Background: an optimization exercise with open tools, aiming at small area, a short achievable clock period and few clock cycles per item. Do not read the settings as production practice. Where RTL was checked, it was by simulation tests only, not by an equivalence proof against the original. Function not checked in run 1: the RTL went through the layout flow alone.

## flow/design.v (module list and top-level ports; edited modules follow where they fit)
// module mandel_engine: 111 lines
// module mandel_dp: 1443 lines
// module mandel_fa: 10 lines
module mandel_engine #(
    parameter int BITS      = 16,
    parameter int ITER_BITS = 7
) (
    input  logic                   clk,
    input  logic                   rst_n,
    input  logic                   in_valid,
    output logic                   in_ready,
    input  logic signed [BITS-1:0] in_x,
    input  logic signed [BITS-1:0] in_y,
    input  logic                   julia_mode,
    input  logic signed [BITS-1:0] julia_cx,
    input  logic signed [BITS-1:0] julia_cy,
    input  logic [ITER_BITS-1:0]   max_iter,
    input  logic                   abort,
    output logic                   out_valid,
    input  logic                   out_ready,
    output logic [ITER_BITS-1:0]   out_iter,
    output logic                   out_escaped,
    output logic                   busy
);
  // ...
==> flow/flow/run.sh <==
#!/bin/bash
# The standard layout (standard.sh), with the port buffers made from
# sky130_fd_sc_hd__buf_1 cells instead of the default choice of a delay
# buffer, and clock tree synthesis without dummy loads.
set -euo pipefail
export BUFFER_PORTS_ARGS="-buffer_cell sky130_fd_sc_hd__buf_1"
export CTS_ARGS="-sink_clustering_enable -repair_clock_nets -buf_list sky130_fd_sc_hd__clkbuf_8 -dont_use_dummy_load"
bash standard.sh > standard.log 2>&1
==> flow/standard.sh <==
#!/bin/bash
# synth_recipe.tcl (not shown) runs the flow's synth.tcl, then flattens the netlist and writes it again
# the make line also repeats each setting of config.mk as NAME=value (left out here)
make -C /OpenROAD-flow-scripts/flow DESIGN_CONFIG=/design/flow/config.mk WORK_HOME=/design/flow/orfs CLKGATE_MAP_FILE= SYNTH_SCRIPT=/design/flow/synth_recipe.tcl "${@:-finish}"
==> flow/config.mk <==
export PLATFORM = sky130hd
export DESIGN_NAME = mandel_engine
export DESIGN_NICKNAME = mandel_engine
export VERILOG_FILES = /design/flow/design.v
export SDC_FILE = /design/flow/constraint.sdc
export NUM_CORES = 4
export LEC_CHECK = 0
export CAP_MARGIN = 20
export CORE_MARGIN = 2
export CORE_UTILIZATION = 65
export CTS_BUF_LIST = sky130_fd_sc_hd__clkbuf_8
export PLACE_DENSITY = 0.75
export SLEW_MARGIN = 90
export SYNTH_HIERARCHICAL = 1
export SYNTH_MINIMUM_KEEP_SIZE = 0
==> flow/constraint.sdc <==
create_clock -name core_clock -period 14.0 [get_ports {clk}]
set_input_delay 2.8000 -clock core_clock [delete_from_list [all_inputs] [get_ports {clk}]]
set_output_delay 2.8000 -clock core_clock [all_outputs]
set_load 0.01 [all_outputs]
==> results.txt, run 1 <==
* Status: did not finish
* Stopped at: 5_1_grt
* Run Error: [ERROR DPL-0038] Utilization greater than 100%, impossible to legalize
* Inst Count DP at 2446
* Top post-synthesis cells by count: 415 x nor2_1, 405 x fa_1, 148 x ha_1, 81 x inv_1, 71 x edfxtp_1
* Main combinational cell family by area after synthesis: adder cells
* Simple-gate area share of the yosys netlist at 0.129
* Post-synth EDFFs at 71
* Number of CTS-inserted buffers at 17
* Routability congestion estimate at 0.871
* # IOs at 88
* Mapped Cells at 1703
* Ranking of synthesized cells by area: fa_1 44%, edfxtp_1 12%, ha_1 10%
* Asr flop ratio synth at 0
* Setup bufs post-CTS at 9
* Synthesized flop and latch total at 116
* Adder-cell share of the synthesized area at 0.540
* Post-DP Area at 24500 um2
* CTS Hold Bufs at 0
* Largest net degree at the start of global routing at 22
* # rows at 61
* Largest area contributor in the netlist: fa_1
* Post-CTS Resized at 38
* PortBufs at 87
* Syn avg cell area at 10.8 um2
* Mux contribution to synthesized area at 0.0397
* Compound-Gate Fraction of Synth Area at 0.0493
* Top_reg_cell synth: edfxtp_1
* Library cells used by synthesis at 63
* Initial Util at 0.663
* Max H-tree Level at 4
* Register area share after synthesis at 0.164
* Post-synth top area share at 0.439
* YS warnings at 7
* HPWL after DPL at 52400 um
* Top-count cell post-synth: nor2_1
* Place WS at -11.31 ns
* CTS sink count at 116
* Die Height at 173 um
* Root Buffer: clkbuf_8
* Die width at 173 um
* Clock buffer depth at 2
* Post-Synth XOR/XNOR Area at 0.0370
* Syn Std Cell Area at 18500 um2
==> run 2: changes to the inputs <==
--- a/flow/design.v
+++ b/flow/design.v
@@ -113,16 +113,17 @@
     input  logic        [15:0] zxn,
     input  logic        [15:0] zyn,
     input  logic signed [15:0] cx,
     input  logic signed [15:0] cy,
     output logic        [16:0] xn,
     output logic        [16:0] yn,
     output logic               mesc
 );
+    wire big = (zxn[15] ^ zxn[14]) | (zyn[15] ^ zyn[14]);
     wire [14:0] x = ~zxn[14:0];
     wire [14:0] y = ~zyn[14:0];
     wire qxp0 = x[0] & x[1];
     wire qxp1 = x[0] & x[2];
     wire qxp2 = x[0] & x[3];
     wire qxp3 = x[0] & x[4];
     wire qxp4 = x[0] & x[5];
     wire qxp5 = x[0] & x[6];
@@ -1545,17 +1546,17 @@
     wire [16:0] xs0 = {s938, s937, s936, c934, s934, c932, s932, s931, c929, c928, c927, c926, c925, c924, c923, c922, s922};
     wire [16:0] xs1 = {c937, c936, c935, s935, c933, s933, c931, c930, s930, s929, s928, s927, s926, s925, s924, s923, qyls[13]};
     wire [16:0] xn17 = xs0 + xs1 + qxls[13];
     wire [16:0] ys0 = {s789, s788, c786, s786, c784, c783, c782, s782, c780, c779, c778, c777, c776, c775, c774, c773, c772};
     wire [16:0] ys1 = {c788, c787, s787, c785, s785, s784, s783, c781, s781, s780, s779, s778, s777, s776, s775, s774, s773};
     wire [16:0] yn17 = ys0 + ys1 + mxyls[12];
     assign xn   = xn17;
     assign yn   = yn17;
-    assign mesc = mag[16];
+    assign mesc = big | mag[16];
 endmodule
 module mandel_fa (
     input  logic a,
     input  logic b,
     input  logic c,
     output logic s,
     output logic co
 );
--- a/flow/config.mk
+++ b/flow/config.mk
@@ -5,11 +5,11 @@
 export SDC_FILE = /design/flow/constraint.sdc
 export NUM_CORES = 4
 export LEC_CHECK = 0
 export CAP_MARGIN = 20
 export CORE_MARGIN = 2
 export CORE_UTILIZATION = 65
 export CTS_BUF_LIST = sky130_fd_sc_hd__clkbuf_8
 export PLACE_DENSITY = 0.75
-export SLEW_MARGIN = 90
+export SLEW_MARGIN = 20
 export SYNTH_HIERARCHICAL = 1
 export SYNTH_MINIMUM_KEEP_SIZE = 0
==> results.txt, run 2 <==
* # IOs at 88 (unchanged)
* RSZ-0062 raised after global routing: false
* Synthesized flop and latch total at 116 (unchanged)
* Mux contribution to synthesized area at 0.0399 (+0.000165)
* Worst-path fanout max at 30
* Worst-Skew Late Latency at 0.47 ns
* Root Buffer: clkbuf_8
* Routed via count at 12600
* Commonest non-fill, non-tap cell in the layout: nor2_1
* Final antenna-violating net count at 0
* Syn avg cell area at 10.8 um2 (about the same)
* Clock-pin slew on the worst setup and hold paths at 0.09 ns
* Slew Viols, Final at 0
* Final hold slack at 0.569 ns
* Top post-synthesis cells by count: 408 x nor2_1, 405 x fa_1, 148 x ha_1, 82 x inv_1, 71 x edfxtp_1
* Top_reg_cell synth: edfxtp_1
* Initial DRC count at 858
* Post-layout net count at 2360
* Main combinational cell family by area after synthesis: adder cells
* Ranking of synthesized cells by area: fa_1 44%, edfxtp_1 12%, ha_1 10%
* YS warnings at 7 (unchanged)
* Worst-Margin Slew at 0.958 ns
* Type of destination of the critical path: register
* Max H-tree Level at 4 (unchanged)
* Routed len/inst at 20.1 um
* Setup TNS at 0 ns
* Post-Synth XOR/XNOR Area at 0.0410 (+0.00396)
* First-pass GRT wire length at 70100 um
* CTS sink count at 116 (unchanged)
* Drt via density at 6.00
* Post-CTS Resized at 0 (-100%)
* GR Overflow Total at 0
* Library cells used by synthesis at 63 (unchanged)
* Most frequent cells in the layout: 408 x nor2_1, 405 x fa_1, 148 x ha_1
* CTS tree: done
* Clock buffer depth at 2 (unchanged)
* Core ar. at 27800 um2
* Die area at 29600 um2
* Worst hold path type: register to register
* Simple-gate area share of the yosys netlist at 0.123 (-0.00566)
* Routed WL at 42300 um
* Register area share after synthesis at 0.165 (+0.000682)
* Hold Violations, Final at 0
* Post-synth top area share at 0.441 (+0.00182)
* HPWL after DPL at 31400 um (-40%)
* Adder-cell share of the synthesized area at 0.542 (+0.00224)
* Crit path DAT at 6.63 ns
* Final Setup Violations at 0
* P&R area growth vs syn at 4.57%
* PortBufs at 87 (unchanged)
* Post-synth EDFFs at 71 (unchanged)
* Critical path type: register to register
* Compound-Gate Fraction of Synth Area at 0.0463 (-0.00299)
* Mapped Cells at 1696 (-0.41%)
* Pre-antenna DRT Iters at 5
* Remaining routing DRC violations at 0
* Final Cycle Share at 0.450
* Top-count cell post-synth: nor2_1
* Critical Path Start Type: register
* Die Height at 172 um (-0.20%)
* Routability congestion estimate at 0.881 (+1.1%)
* Setup bufs post-CTS at 0 (-9)
* Final Skew at 0.0287 ns
* Vias in the first global route at 13900
* Fin crit period at 6.30 ns
* Initial Util at 0.662 (-0.000927)
* Slew Limit Headroom at 0.362
* Die width at 172 um (-0.20%)
* # rows at 61 (unchanged)
* CTS Hold Bufs at 0 (unchanged)
* Initial antenna violation count at 0
* All-Layer GR Usage at 0.312
* Asr flop ratio synth at 0 (unchanged)
* WP data required at 14.34 ns
* Largest area contributor in the netlist: fa_1
* Layout cells sized above 1 at 0.0608
* Largest net degree at the start of global routing at 49
* ANT cells at 0
* Post-layout util at 0.692
* Fmax at 0.159 GHz
* Status: finished clean
* Max_cap viols at 0
* Number of CTS-inserted buffers at 17 (unchanged)
* Syn Std Cell Area at 18400 um2 (-0.41%)
==> run 2: logic make-up (layout without fill, tap and decap cells) <==
kind of cell / after synthesis / count (layout)
adders and majority gates: 553 / 553
xor gates and xnor gates: 86 / 86
and+or+nand+nor: 549 / 549
AOI/OAI and AO/OA: 128 / 128
other: 2 / 6
muxes: 69 / 69
buffers and inverters: 193 / 221
DFF: 116 / 116
==> run 2: path summary, 6_finish.rpt <==
path                                from     end  slack [ns]  depth (start not counted)
worst max register to register  zyn_q[8]    xh_q        7.70                         19
worst max-delay path            zyn_q[8]    xh_q        7.70                         19
worst min-delay path              stop_q  stop_q        0.57                          2
worst min register to register    stop_q  stop_q        0.57                          2
==> run 2: per-module statistics from Yosys, one instance, submodules excluded <==
module	cells	cell area, um2	flops+latches	times used
mandel_fa	1	20.0	0	400
mandel_dp	951	5490	0	1
mandel_engine	345	4880	116	1
==> run 2: through the flow <==
stage | cells | instance area, um2 | setup slack, ns
3_5_place_dp | 2088 | 19000 | 7.84
6_report | 2106 | 19200 | 7.70
2_1_floorplan | 1700 | 18400 | 8.19
4_1_cts | 2105 | 19200 | 7.80
5_1_grt | 2106 | 19200 | 7.47
3_3_place_gp | 2088 | 19000 | 7.91
==> run 2: layout make-up <==
cell class | instances | area, um2
flip-flops and latches | 116 | 3030
fillers | 2102 | 8560
well taps | 378 | 473
repair buffers | 118 | 573
clock buffers | 17 | 234
multi-input cells | 1391 | 14600
inverters | 86 | 323
==> run 2: per-layer routing <==
metal,vias up,GRT usage,wire (um)
li1,5509,-,-
met4,0,0.125,1590
met2,545,0.525,21500
met3,132,0.0586,2880
met5,-,0,0
met1,6455,0.405,16400
==> run 2: worst max-delay path, stage by stage (launching register included) <==
cell and delay (ns):
dfxtp_1 0.31, buf_4 0.36, inv_1 0.22, fa_1 0.54, fa_1 0.42, fa_1 0.46
fa_1 0.59, inv_1 0.07, ha_1 0.30, fa_1 0.50, fa_1 0.41, ha_1 0.35
a21o_1 0.19, a21oi_1 0.14, nand2_1 0.12, a41oi_1 0.42, o2111ai_1 0.18, a21oi_1 0.21
xnor2_1 0.08, mux2_2 0.26
Testbench counts of run 2, summed over its fixed seeds: cycles 83,179, points 2,048.
==> run 3: changes to the inputs <==
==> flow/flow/run.sh (replaced) <==
#!/bin/bash
# The standard layout (standard.sh), with the port buffers made from
# sky130_fd_sc_hd__buf_1 cells instead of the default choice of a delay
# buffer, clock tree synthesis without dummy loads, and gain-based buffering
# of high-fanout nets after global placement (flow/gain.tcl).
set -euo pipefail
export BUFFER_PORTS_ARGS="-buffer_cell sky130_fd_sc_hd__buf_1"
export CTS_ARGS="-sink_clustering_enable -repair_clock_nets -buf_list sky130_fd_sc_hd__clkbuf_8 -dont_use_dummy_load"
export POST_GLOBAL_PLACE_TCL="$(pwd)/flow/gain.tcl"
bash standard.sh > standard.log 2>&1
==> flow/flow/gain.tcl (new file) <==
# After global placement: registers that drive many loads get the
# strongest drive of their own cell type (dfxtp_1 -> dfxtp_4).
set n 0
foreach inst [get_cells *] {
  if {[get_property $inst ref_name] ne "sky130_fd_sc_hd__dfxtp_1"} { continue }
  set q [get_pins -of_objects $inst -filter "direction == output"]
  set loads [llength [get_pins -of_objects [get_nets -of_objects $q] -filter "direction == input"]]
  if {$loads >= 8} {
    replace_cell $inst sky130_fd_sc_hd__dfxtp_4
    incr n
  }
}
puts "gain.tcl: upsized $n registers"
==> results.txt, run 3 <==
* Routed via count at 12600 (-0.35%)
* Critical Path Start Type: register
* GR Overflow Total at 0 (unchanged)
* WP data required at 14.34 ns (about the same)
* Setup TNS at 0 ns (unchanged)
* Syn Std Cell Area at 18400 um2 (unchanged)
* Final non-filler cell total at 2106 (unchanged)
* ANT cells at 0 (unchanged)
* Post-layout net count at 2360 (unchanged)
* Die area at 29600 um2 (unchanged)
* GRT busiest layer: met2
* Top post-synthesis cells by count: 408 x nor2_1, 405 x fa_1, 148 x ha_1, 82 x inv_1, 71 x edfxtp_1
* Largest area contributor in the netlist: fa_1
* Core ar. at 27800 um2 (unchanged)
* Clock-pin slew on the worst setup and hold paths at 0.09 ns (about the same)
* Die width at 172 um (unchanged)
* Initial antenna violation count at 0 (unchanged)
* Max H-tree Level at 4 (unchanged)
* Clock buffer depth at 2 (unchanged)
* Post-layout util at 0.693 (+0.00149)
* GR Util met1 at 0.412 (+0.00743)
* Final Skew at 0.0277 ns (-0.00104 ns)
* Die Height at 172 um (unchanged)
* Ranking of synthesized cells by area: fa_1 44%, edfxtp_1 12%, ha_1 10%
* Root Buffer: clkbuf_8
* Worst-Margin Slew at 0.921 ns (-0.0365 ns)
* Fin worst setup slack at 7.71 ns (+0.00483 ns)
* Slew Viols, Final at 0 (unchanged)
* Critical path type: register to register
* CTS sink count at 116 (unchanged)
* Register area at 3070 um2 (+1.4%)
* Number of CTS-inserted buffers at 17 (unchanged)
* Drt via density at 5.98 (-0.35%)
* Commonest non-fill, non-tap cell in the layout: nor2_1
* Synthesized flop and latch total at 116 (unchanged)
* # rows at 61 (unchanged)
* CTS Hold Bufs at 0 (unchanged)
* Initial Util at 0.662 (unchanged)
* Worst hold path type: register to register
* CTS tree: done
* Final antenna-violating net count at 0 (unchanged)
* Final Setup Violations at 0 (unchanged)
* Post-CTS Resized at 0 (unchanged)
* Syn avg cell area at 10.8 um2 (unchanged)
* Setup bufs post-CTS at 0 (unchanged)
* Worst-Skew Late Latency at 0.47 ns (about the same)
* Layout cells sized above 1 at 0.0671 (+0.00637)
* First-pass GRT wire length at 70400 um (+0.39%)
* Largest net degree at the start of global routing at 49 (unchanged)
* Mapped Cells at 1696 (unchanged)
* RSZ-0062 raised after global routing: false
* Post-synth EDFFs at 71 (unchanged)
* M2 GR Usage at 0.532 (+0.00629)
* Register area share after synthesis at 0.165 (unchanged)
* Most frequent cells in the layout: 408 x nor2_1, 405 x fa_1, 148 x ha_1
* Fmax at 0.159 GHz (about the same)
* Met3 usage at 0.0515 (-0.00710)
* Initial DRC count at 859 (+0.12%)
* Asr flop ratio synth at 0 (unchanged)
* Fin crit period at 6.29 ns (-0.00483 ns)
* Vias in the first global route at 13800 (-0.58%)
* YS warnings at 7 (unchanged)
* P&R area growth vs syn at 4.79%
* Final Cycle Share at 0.449 (about the same)
* Hold Violations, Final at 0 (unchanged)
* Post-synth top area share at 0.441 (unchanged)
* Worst-path fanout max at 30 (unchanged)
* Routed WL at 42300 um (about the same)
* Final-layout fill cell count at 2083 (-0.90%)
* Type of destination of the critical path: register
* Routed len/inst at 20.1 um (about the same)
* HPWL after DPL at 31600 um (+0.73%)
* All-Layer GR Usage at 0.314 (+0.00196)
* Slew Limit Headroom at 0.386 (+0.0243)
* # IOs at 88 (unchanged)
* PortBufs at 87 (unchanged)
* Remaining routing DRC violations at 0 (unchanged)
* Status: finished clean
* Top_reg_cell synth: edfxtp_1
* Top-count cell post-synth: nor2_1
* Area of the multi-input gates at 14600 um2 (unchanged)
* Inst Count DP at 2088 (unchanged)
* Crit path DAT at 6.63 ns (about the same)
* Library cells used by synthesis at 63 (unchanged)
* Pre-antenna DRT Iters at 5 (unchanged)
* Place WS at 7.86 ns (+0.0278 ns)
* Max_cap viols at 0 (unchanged)
==> run 3: cell families after synthesis <==
family | share of synthesized area
other | 0.000409
XOR/XNOR | 0.0410
AND/OR/NAND/NOR | 0.123
AO/OA/AOI/OAI | 0.0463
multiplexers | 0.0399
flip-flops | 0.165
adder cells (fa/ha/maj) | 0.542
buffers and inverters | 0.0425
==> run 3: metal layers <==
metal / part of all wire / up-vias / routed length (um)
met5: 0 / - / 0
li1: - / 5519 / -
met3: 0.072 / 104 / 3060
met1: 0.38 / 6432 / 16100
met4: 0.035 / 0 / 1480
met2: 0.51 / 542 / 21700
==> run 3: worst paths after layout <==
| check | from | slack [ns] | cells past startpoint | end |
|---|---|---|---|---|
| hold reg to reg | stop_q | 0.54 | 2 | stop_q |
| setup reg to reg | zyn_q[8] | 7.71 | 19 | xh_q |
| hold / removal | stop_q | 0.54 | 2 | stop_q |
| setup / recovery | zyn_q[8] | 7.71 | 19 | xh_q |
==> run 3: Yosys stat by module (local to each module, per instance) <==
module	flops+latches	cell area (um2)
mandel_fa	0	20.0
mandel_engine	116	4880
mandel_dp	0	5490
==> run 3: area by class of cell <==
cell class / count / area share
Tap cell: 378 / 0.0246
Inverter: 86 / 0.0168
Clock buffer: 17 / 0.0121
Sequential cell: 116 / 0.160
Multi-Input combinational cell: 1391 / 0.757
Timing Repair Buffer: 118 / 0.0297
==> run 3: metrics by stage <==
step           hold slack (ns)  cell area, um2
2_1_floorplan            0.444           18400
3_3_place_gp             0.511           19000
3_5_place_dp             0.530           19000
4_1_cts                  0.548           19200
5_1_grt                  0.583           19300
6_report                 0.543           19300
==> run 3: worst max-delay path, cell delays in order, from the launching register on <==
cell and delay, ns:
dfxtp_1 0.31, buf_4 0.38, inv_1 0.23, fa_1 0.55
fa_1 0.42, fa_1 0.46, fa_1 0.57, inv_1 0.06
ha_1 0.29, fa_1 0.50, fa_1 0.41, ha_1 0.35
a21o_1 0.19, a21oi_1 0.14, nand2_1 0.12, a41oi_1 0.44
o2111ai_1 0.19, a21oi_1 0.20, xnor2_1 0.08, mux2_2 0.26

what the ideal ports hide:
How much do the figures lean on ideal ports? The routed layouts below were timed once more, with nothing changed but the port constraints. Step 1 assumes that a clkbuf_16 drives the clock port and a buf_2 every other input. Step 2, shift: input delay + t, output delay - t, t = (earliest + latest rising clock arrival at the registers) / 2. This alone moves slack from input paths to output paths. Three values: no drivers, after step 1, after step 2; two values: the first two.
run	shift t [ns]	slack for setup (ns)	hold slack, ns	latest minus earliest clock arrival (ns)	worst data-port slew with drivers (ns)
run 2	0.498	7.703 / 7.703 / 7.703	0.569 / 0.569 / 0.569	0.029 / 0.030	0.04
run 3	0.501	7.708 / 7.708 / 7.708	0.543 / 0.543 / 0.543	0.029 / 0.028	0.03
After both steps every run listed still meets setup and hold.
